From an optimization exercise on the open Yosys and OpenROAD flow, aimed at small area and a short achievable clock period; shortcuts taken in it are not production practice. Function was checked by simulation only, so behaviour that the tests miss may differ from the original. No activity file was given, so power comes from the tool's default toggle rates.

==> run D: inputs <==
Design fft_ucode_seq, start of the top module:
module fft_ucode_seq #(
   parameter int CW    = 15,
   parameter int AW    = 8,
   parameter int DEPTH = 203,
   parameter int NFW   = 4
) (
   input  logic           clk,
   input  logic           rst,
   input  logic           start,
   input  logic [NFW-1:0] nframes,
   input  logic [AW-1:0]  last_addr,
   input  logic           stall,
   input  logic           abort,
   input  logic           prog_we,
   input  logic [AW-1:0]  prog_addr,
   input  logic [CW-1:0]  prog_data,
   output logic [CW-1:0]  ctrl,
   output logic           ctrl_valid,
   output logic           frame_done,
   output logic           busy,
   output logic           done
);
   localparam logic [AW-1:0] LAST_MAX = AW'(DEPTH - 1);
   localparam int NH = (DEPTH + 15) / 16;    
   localparam int NG = (DEPTH + 3) / 4;      
   logic           run;             
   logic [AW-1:0]  pc, la;
   logic [NFW-1:0] frem;
   logic           accept, adv, at_last, more, wr_ok, to0, inc, nxg;
   logic [15:0]    wlo;
   logic [NH-1:0]  whi;
   logic [CW-1:0]  wdq;
   logic [CW-1:0]  mem [DEPTH];
   logic [NG-1:0]  ng;              
   logic [CW-1:0]  nb [4];
   logic [CW-1:0]  nb_n [4];
   logic [CW-1:0]  lb [4];
   logic [CW-1:0]  g0 [4];
   assign accept  = !run && start && !busy;
   assign adv     = run && !abort && !stall;
   assign at_last = (pc == la);
   assign more    = (frem > NFW'(1));
   assign wr_ok   = prog_we && !busy && !rst && (32'(prog_addr) < DEPTH);
   assign to0     = accept || (adv && at_last && more);
   assign inc     = adv && !at_last;
   assign nxg     = inc && (pc[1:0] == 2'b11);
   always_ff @(posedge clk) begin
      for (int j = 0; j < 16; j++) wlo[j] <= wr_ok && (prog_addr[3:0] == 4'(j));
      for (int j = 0; j < NH; j++) whi[j] <= (prog_addr[7:4] == 4'(j));
      wdq <= prog_data;
   end
   always_ff @(posedge clk) begin
      for (int i = 0; i < DEPTH; i++)
  ...
==> module fft_ucode_seq, before the edit <==
module fft_ucode_seq #(
   parameter int CW    = 15,
   parameter int AW    = 8,
   parameter int DEPTH = 203,
   parameter int NFW   = 4
) (
   input  logic           clk,
   input  logic           rst,
   input  logic           start,
   input  logic [NFW-1:0] nframes,
   input  logic [AW-1:0]  last_addr,
   input  logic           stall,
   input  logic           abort,
   input  logic           prog_we,
   input  logic [AW-1:0]  prog_addr,
   input  logic [CW-1:0]  prog_data,
   output logic [CW-1:0]  ctrl,
   output logic           ctrl_valid,
   output logic           frame_done,
   output logic           busy,
   output logic           done
);
   localparam logic [AW-1:0] LAST_MAX = AW'(DEPTH - 1);
   localparam int NH = (DEPTH + 15) / 16;    
   localparam int NG = (DEPTH + 3) / 4;      
   logic           run;             
   logic [AW-1:0]  pc, la;
   logic [NFW-1:0] frem;
   logic           accept, adv, at_last, more, wr_ok, to0, inc, nxg;
   logic [15:0]    wlo;
   logic [NH-1:0]  whi;
   logic [CW-1:0]  wdq;
   logic [CW-1:0]  mem [DEPTH];
   logic [NG-1:0]  ng;              
   logic [CW-1:0]  nb [4];
   logic [CW-1:0]  nb_n [4];
   logic [CW-1:0]  lb [4];
   logic [CW-1:0]  g0 [4];
   assign accept  = !run && start && !busy;
   assign adv     = run && !abort && !stall;
   assign at_last = (pc == la);
   assign more    = (frem > NFW'(1));
   assign wr_ok   = prog_we && !busy && !rst && (32'(prog_addr) < DEPTH);
   assign to0     = accept || (adv && at_last && more);
   assign inc     = adv && !at_last;
   assign nxg     = inc && (pc[1:0] == 2'b11);
   always_ff @(posedge clk) begin
      for (int j = 0; j < 16; j++) wlo[j] <= wr_ok && (prog_addr[3:0] == 4'(j));
      for (int j = 0; j < NH; j++) whi[j] <= (prog_addr[7:4] == 4'(j));
      wdq <= prog_data;
   end
   always_ff @(posedge clk) begin
      for (int i = 0; i < DEPTH; i++)
         if (wlo[i % 16] && whi[i / 16]) mem[i] <= wdq;
   end
   always_comb begin
      for (int k = 0; k < 4; k++) begin
         if (wr_ok && prog_addr == AW'(k)) g0[k] = prog_data;
         else if (wlo[k] && whi[0])        g0[k] = wdq;
         else                              g0[k] = mem[k];
      end
   end
   always_comb begin
      for (int k = 0; k < 4; k++) begin
         nb_n[k] = '0;
         for (int g = 1; g < NG; g++)
            if (4 * g + k < DEPTH && ng[g])
               nb_n[k] = nb_n[k] | mem[4 * g + k];
      end
   end
   always_ff @(posedge clk) begin
      for (int k = 0; k < 4; k++) begin
         nb[k] <= nb_n[k];
         if (to0)
            lb[k] <= g0[k];
         else if (nxg)
            lb[k] <= nb[k];
      end
   end
   always_ff @(posedge clk) begin
      if (rst || to0)
         ng <= NG'(2);
      else if (nxg)
         ng <= {ng[NG-2:0], 1'b0};
   end
   always_ff @(posedge clk) begin
      if (rst)
         ctrl <= '0;
      else if (adv)
         ctrl <= lb[pc[1:0]];
      else if (!run || abort)
         ctrl <= '0;
   end
   always_ff @(posedge clk) begin
      if (rst) begin
         run        <= 1'b0;
         pc         <= '0;
         frem       <= '0;
         la         <= '0;
         ctrl_valid <= 1'b0;
         frame_done <= 1'b0;
         busy       <= 1'b0;
         done       <= 1'b0;
      end else begin
         ctrl_valid <= adv;
         frame_done <= adv && at_last;
         done       <= !run && frame_done;
         if (to0)
            pc <= '0;
         else if (inc)
            pc <= pc + 1'b1;
         if (!run) begin
            busy <= accept;
            if (accept) begin
               run  <= 1'b1;
               la   <= (last_addr > LAST_MAX) ? LAST_MAX : last_addr;
               frem <= (nframes == '0) ? NFW'(1) : nframes;
            end
         end else if (abort) begin
            run  <= 1'b0;
            busy <= 1'b0;
         end else if (!stall) begin
            if (at_last) begin
               if (more) frem <= frem - 1'b1;
               else      run  <= 1'b0;
            end
         end
      end
   end
endmodule
==> flow/config.mk <==
export PLATFORM = sky130hd
export DESIGN_NAME = fft_ucode_seq
export DESIGN_NICKNAME = fft_ucode_seq
export VERILOG_FILES = /design/flow/design.v
export SDC_FILE = /design/flow/constraint.sdc
export NUM_CORES = 4
export LEC_CHECK = 0
export ABC_CLOCK_PERIOD_IN_PS = 2000
export CAP_MARGIN = 20
export CORE_MARGIN = 2
export CORE_UTILIZATION = 45
export CTS_CLUSTER_DIAMETER = 80
export CTS_CLUSTER_SIZE = 24
export SETUP_SLACK_MARGIN = 2.5
export SLEW_MARGIN = 20
export TNS_END_PERCENT = 10
==> flow/constraint.sdc <==
create_clock -name core_clock -period 5.0 [get_ports {clk}]
set_input_delay 1.0000 -clock core_clock [delete_from_list [all_inputs] [get_ports {clk}]]
set_output_delay 1.0000 -clock core_clock [all_outputs]
set_load 0.01 [all_outputs]
run.sh (not shown) runs the stock make flow with config.mk's settings and CLKGATE_MAP_FILE= SYNTH_SCRIPT=/design/flow/synth_recipe.tcl, a recipe that flattens the netlist after the stock synthesis.
==> run H: changes against run D <==
--- a/flow/design.v
+++ b/flow/design.v
@@ -23,4 +23,2 @@
    localparam logic [AW-1:0] LAST_MAX = AW'(DEPTH - 1);
-   localparam int NH = (DEPTH + 15) / 16;    
-   localparam int NG = (DEPTH + 3) / 4;      
    logic           run;             
@@ -28,3 +26,4 @@
    logic [NFW-1:0] frem;
-   logic           accept, adv, at_last, more, wr_ok, to0, inc, nxg;
+   logic           accept, adv, at_last, more, wr_ok;
+   localparam int NH = (DEPTH + 15) / 16;
    logic [15:0]    wlo;
@@ -32,8 +31,10 @@
    logic [CW-1:0]  wdq;
+   logic           byp0;
    logic [CW-1:0]  mem [DEPTH];
-   logic [NG-1:0]  ng;              
-   logic [CW-1:0]  nb [4];
-   logic [CW-1:0]  nb_n [4];
-   logic [CW-1:0]  lb [4];
-   logic [CW-1:0]  g0 [4];
+   logic [CW-1:0]  rd;
+   localparam int NG = (DEPTH + 3) / 4;
+   logic [AW-1:0]    pc_n;
+   logic [NG-1:0]    og;
+   logic             to0, inc;
+   logic [CW-1:0]    rg [4];
    assign accept  = !run && start && !busy;
@@ -43,5 +44,2 @@
    assign wr_ok   = prog_we && !busy && !rst && (32'(prog_addr) < DEPTH);
-   assign to0     = accept || (adv && at_last && more);
-   assign inc     = adv && !at_last;
-   assign nxg     = inc && (pc[1:0] == 2'b11);
    always_ff @(posedge clk) begin
@@ -49,3 +47,4 @@
       for (int j = 0; j < NH; j++) whi[j] <= (prog_addr[7:4] == 4'(j));
-      wdq <= prog_data;
+      wdq  <= prog_data;
+      byp0 <= wr_ok && (prog_addr == '0);
    end
@@ -57,29 +56,8 @@
       for (int k = 0; k < 4; k++) begin
-         if (wr_ok && prog_addr == AW'(k)) g0[k] = prog_data;
-         else if (wlo[k] && whi[0])        g0[k] = wdq;
-         else                              g0[k] = mem[k];
+         rg[k] = '0;
+         for (int g = 0; g < NG; g++)
+            if (4 * g + k < DEPTH && og[g])
+               rg[k] = rg[k] | ((g == 0 && k == 0 && byp0) ? wdq : mem[4 * g + k]);
       end
-   end
-   always_comb begin
-      for (int k = 0; k < 4; k++) begin
-         nb_n[k] = '0;
-         for (int g = 1; g < NG; g++)
-            if (4 * g + k < DEPTH && ng[g])
-               nb_n[k] = nb_n[k] | mem[4 * g + k];
-      end
-   end
-   always_ff @(posedge clk) begin
-      for (int k = 0; k < 4; k++) begin
-         nb[k] <= nb_n[k];
-         if (to0)
-            lb[k] <= g0[k];
-         else if (nxg)
-            lb[k] <= nb[k];
-      end
-   end
-   always_ff @(posedge clk) begin
-      if (rst || to0)
-         ng <= NG'(2);
-      else if (nxg)
-         ng <= {ng[NG-2:0], 1'b0};
+      rd = rg[pc[1:0]];
    end
@@ -89,5 +67,22 @@
       else if (adv)
-         ctrl <= lb[pc[1:0]];
+         ctrl <= rd;
       else if (!run || abort)
          ctrl <= '0;
+   end
+   always_comb begin
+      pc_n = pc;
+      if (!run) begin
+         if (accept) pc_n = '0;
+      end else if (!abort && !stall) begin
+         if (!at_last)  pc_n = pc + 1'b1;
+         else if (more) pc_n = '0;
+      end
+   end
+   assign to0 = accept || (adv && at_last && more);
+   assign inc = adv && !at_last;
+   always_ff @(posedge clk) begin
+      if (rst || to0)
+         og <= NG'(1);
+      else if (inc && pc[1:0] == 2'b11)
+         og <= {og[NG-2:0], 1'b0};
    end
@@ -107,6 +102,3 @@
          done       <= !run && frame_done;
-         if (to0)
-            pc <= '0;
-         else if (inc)
-            pc <= pc + 1'b1;
+         pc         <= pc_n;
          if (!run) begin
- CAP_MARGIN: 20 -> 30
- CORE_UTILIZATION: 45 -> 50
- SETUP_SLACK_MARGIN: 2.5 -> 2.8
- SLEW_MARGIN: 20 -> 40
==> run M: changes against run D <==
==> flow/design.v (replaced) <==
module fft_ucode_seq #(
   parameter int CW    = 15,
   parameter int AW    = 8,
   parameter int DEPTH = 203,
   parameter int NFW   = 4
) (
   input  logic           clk,
   input  logic           rst,
   input  logic           start,
   input  logic [NFW-1:0] nframes,
   input  logic [AW-1:0]  last_addr,
   input  logic           stall,
   input  logic           abort,
   input  logic           prog_we,
   input  logic [AW-1:0]  prog_addr,
   input  logic [CW-1:0]  prog_data,
   output logic [CW-1:0]  ctrl,
   output logic           ctrl_valid,
   output logic           frame_done,
   output logic           busy,
   output logic           done
);
   typedef enum logic {IDLE, RUN} state_t;
   localparam logic [AW-1:0] LAST_MAX = AW'(DEPTH - 1);
   state_t         state, state_n;
   logic [AW-1:0]  pc, pc_n, la, la_n;
   logic [NFW-1:0] frem, frem_n;
   logic           valid_n, fd_n, busy_n, done_n;
   logic           accept, adv, at_last, more, wr_ok;
   logic [CW-1:0]  mem [DEPTH];
   assign accept  = (state == IDLE) && start && !busy;
   assign adv     = (state == RUN) && !abort && !stall;
   assign at_last = (pc == la);
   assign more    = (frem > NFW'(1));
   assign wr_ok   = prog_we && !busy && !rst && (32'(prog_addr) < DEPTH);
   always_ff @(posedge clk) begin
      if (wr_ok) mem[prog_addr] <= prog_data;
   end
   always_ff @(posedge clk) begin
      if (rst)
         ctrl <= '0;
      else if (adv)
         ctrl <= mem[pc];
      else if (state == IDLE || abort)
         ctrl <= '0;
   end
   always_ff @(posedge clk) begin
      if (rst) begin
         state      <= IDLE;
         pc         <= '0;
         frem       <= '0;
         la         <= '0;
         ctrl_valid <= 1'b0;
         frame_done <= 1'b0;
         busy       <= 1'b0;
         done       <= 1'b0;
      end else begin
         state      <= state_n;
         pc         <= pc_n;
         frem       <= frem_n;
         la         <= la_n;
         ctrl_valid <= valid_n;
         frame_done <= fd_n;
         busy       <= busy_n;
         done       <= done_n;
      end
   end
   always_comb begin
      state_n = state;
      unique case (state)
         IDLE: if (accept) state_n = RUN;
         RUN:  if (abort || (adv && at_last && !more)) state_n = IDLE;
      endcase
   end
   always_comb begin
      pc_n    = pc;
      frem_n  = frem;
      la_n    = la;
      valid_n = 1'b0;
      fd_n    = 1'b0;
      busy_n  = busy;
      done_n  = 1'b0;
      unique case (state)
         IDLE: begin
            busy_n = accept;
            done_n = frame_done;
            if (accept) begin
               pc_n   = '0;
               la_n   = (last_addr > LAST_MAX) ? LAST_MAX : last_addr;
               frem_n = (nframes == '0) ? NFW'(1) : nframes;
            end
         end
         RUN: begin
            if (abort) begin
               busy_n = 1'b0;
            end else if (!stall) begin
               valid_n = 1'b1;
               if (!at_last) begin
                  pc_n = pc + 1'b1;
               end else begin
                  fd_n = 1'b1;
                  if (more) begin
                     frem_n = frem - 1'b1;
                     pc_n   = '0;
                  end
               end
            end
         end
      endcase
   end
endmodule
- ABC_CLOCK_PERIOD_IN_PS: 2000 -> not set
- CORE_UTILIZATION: 45 -> 40
- CTS_CLUSTER_DIAMETER: 80 -> not set
- CTS_CLUSTER_SIZE: 24 -> not set
- SETUP_SLACK_MARGIN: 2.5 -> not set
- TNS_END_PERCENT: 10 -> not set
==> run notes <==
- Against run H, the worst setup slack of run M is lower by 1.4 ns.
- The highest routed wire length belongs to run D, the lowest to run M.
- Of run M and run D, run M has the higher non-clock buffer count (gap 133).
- In run H the count of clock-buffer cells in the layout is lower than in run D, by 9.
- Synthesized area: run M is higher than run D (about 0.9%).
- Core utilization: run M < run D < run H.
- Between run D and run H, the lower via count is in run H (gap 3.4%, measured against run H).
- Global-route usage: run H is higher than run D (3.6 points).
- In run M the final cell count is higher than in run H, by about 10%.
- Sequential share of layout area, highest first: run D, run H, run M.
- Between run D and run M, the lower clock power is in run D (gap about 36%, measured against run M).

## re-timing with driven ports
The results above use ideal ports. As a check the final layouts listed here were re-extracted and re-timed, cells and wires unchanged. Step 1 sets driving cells, clkbuf_16 on the clock port and buf_2 on the other inputs (assumed; they add their load-dependent delay and slew). Step 2 times the ports against the registers' clock, not the clock port: input delays grow and output delays shrink by t, the midpoint of the rising clock arrivals with the driver on. Slacks: ideal / step 1 / step 2; pairs: ideal / step 1.
run | t, ns | setup WS [ns] | pins driven straight from the clock port
run D | 0.982 | 1.977 / 1.977 / 1.457 | 1
run H | 0.969 | 2.109 / 2.109 / 1.736 | 1
run M | 0.954 | 0.691 / 0.691 / 0.558 | 1
After both steps every run listed still meets setup and hold. The setup slack of run D, which loses most, moves by 0.000 ns with the drivers and by -0.520 ns with both steps.
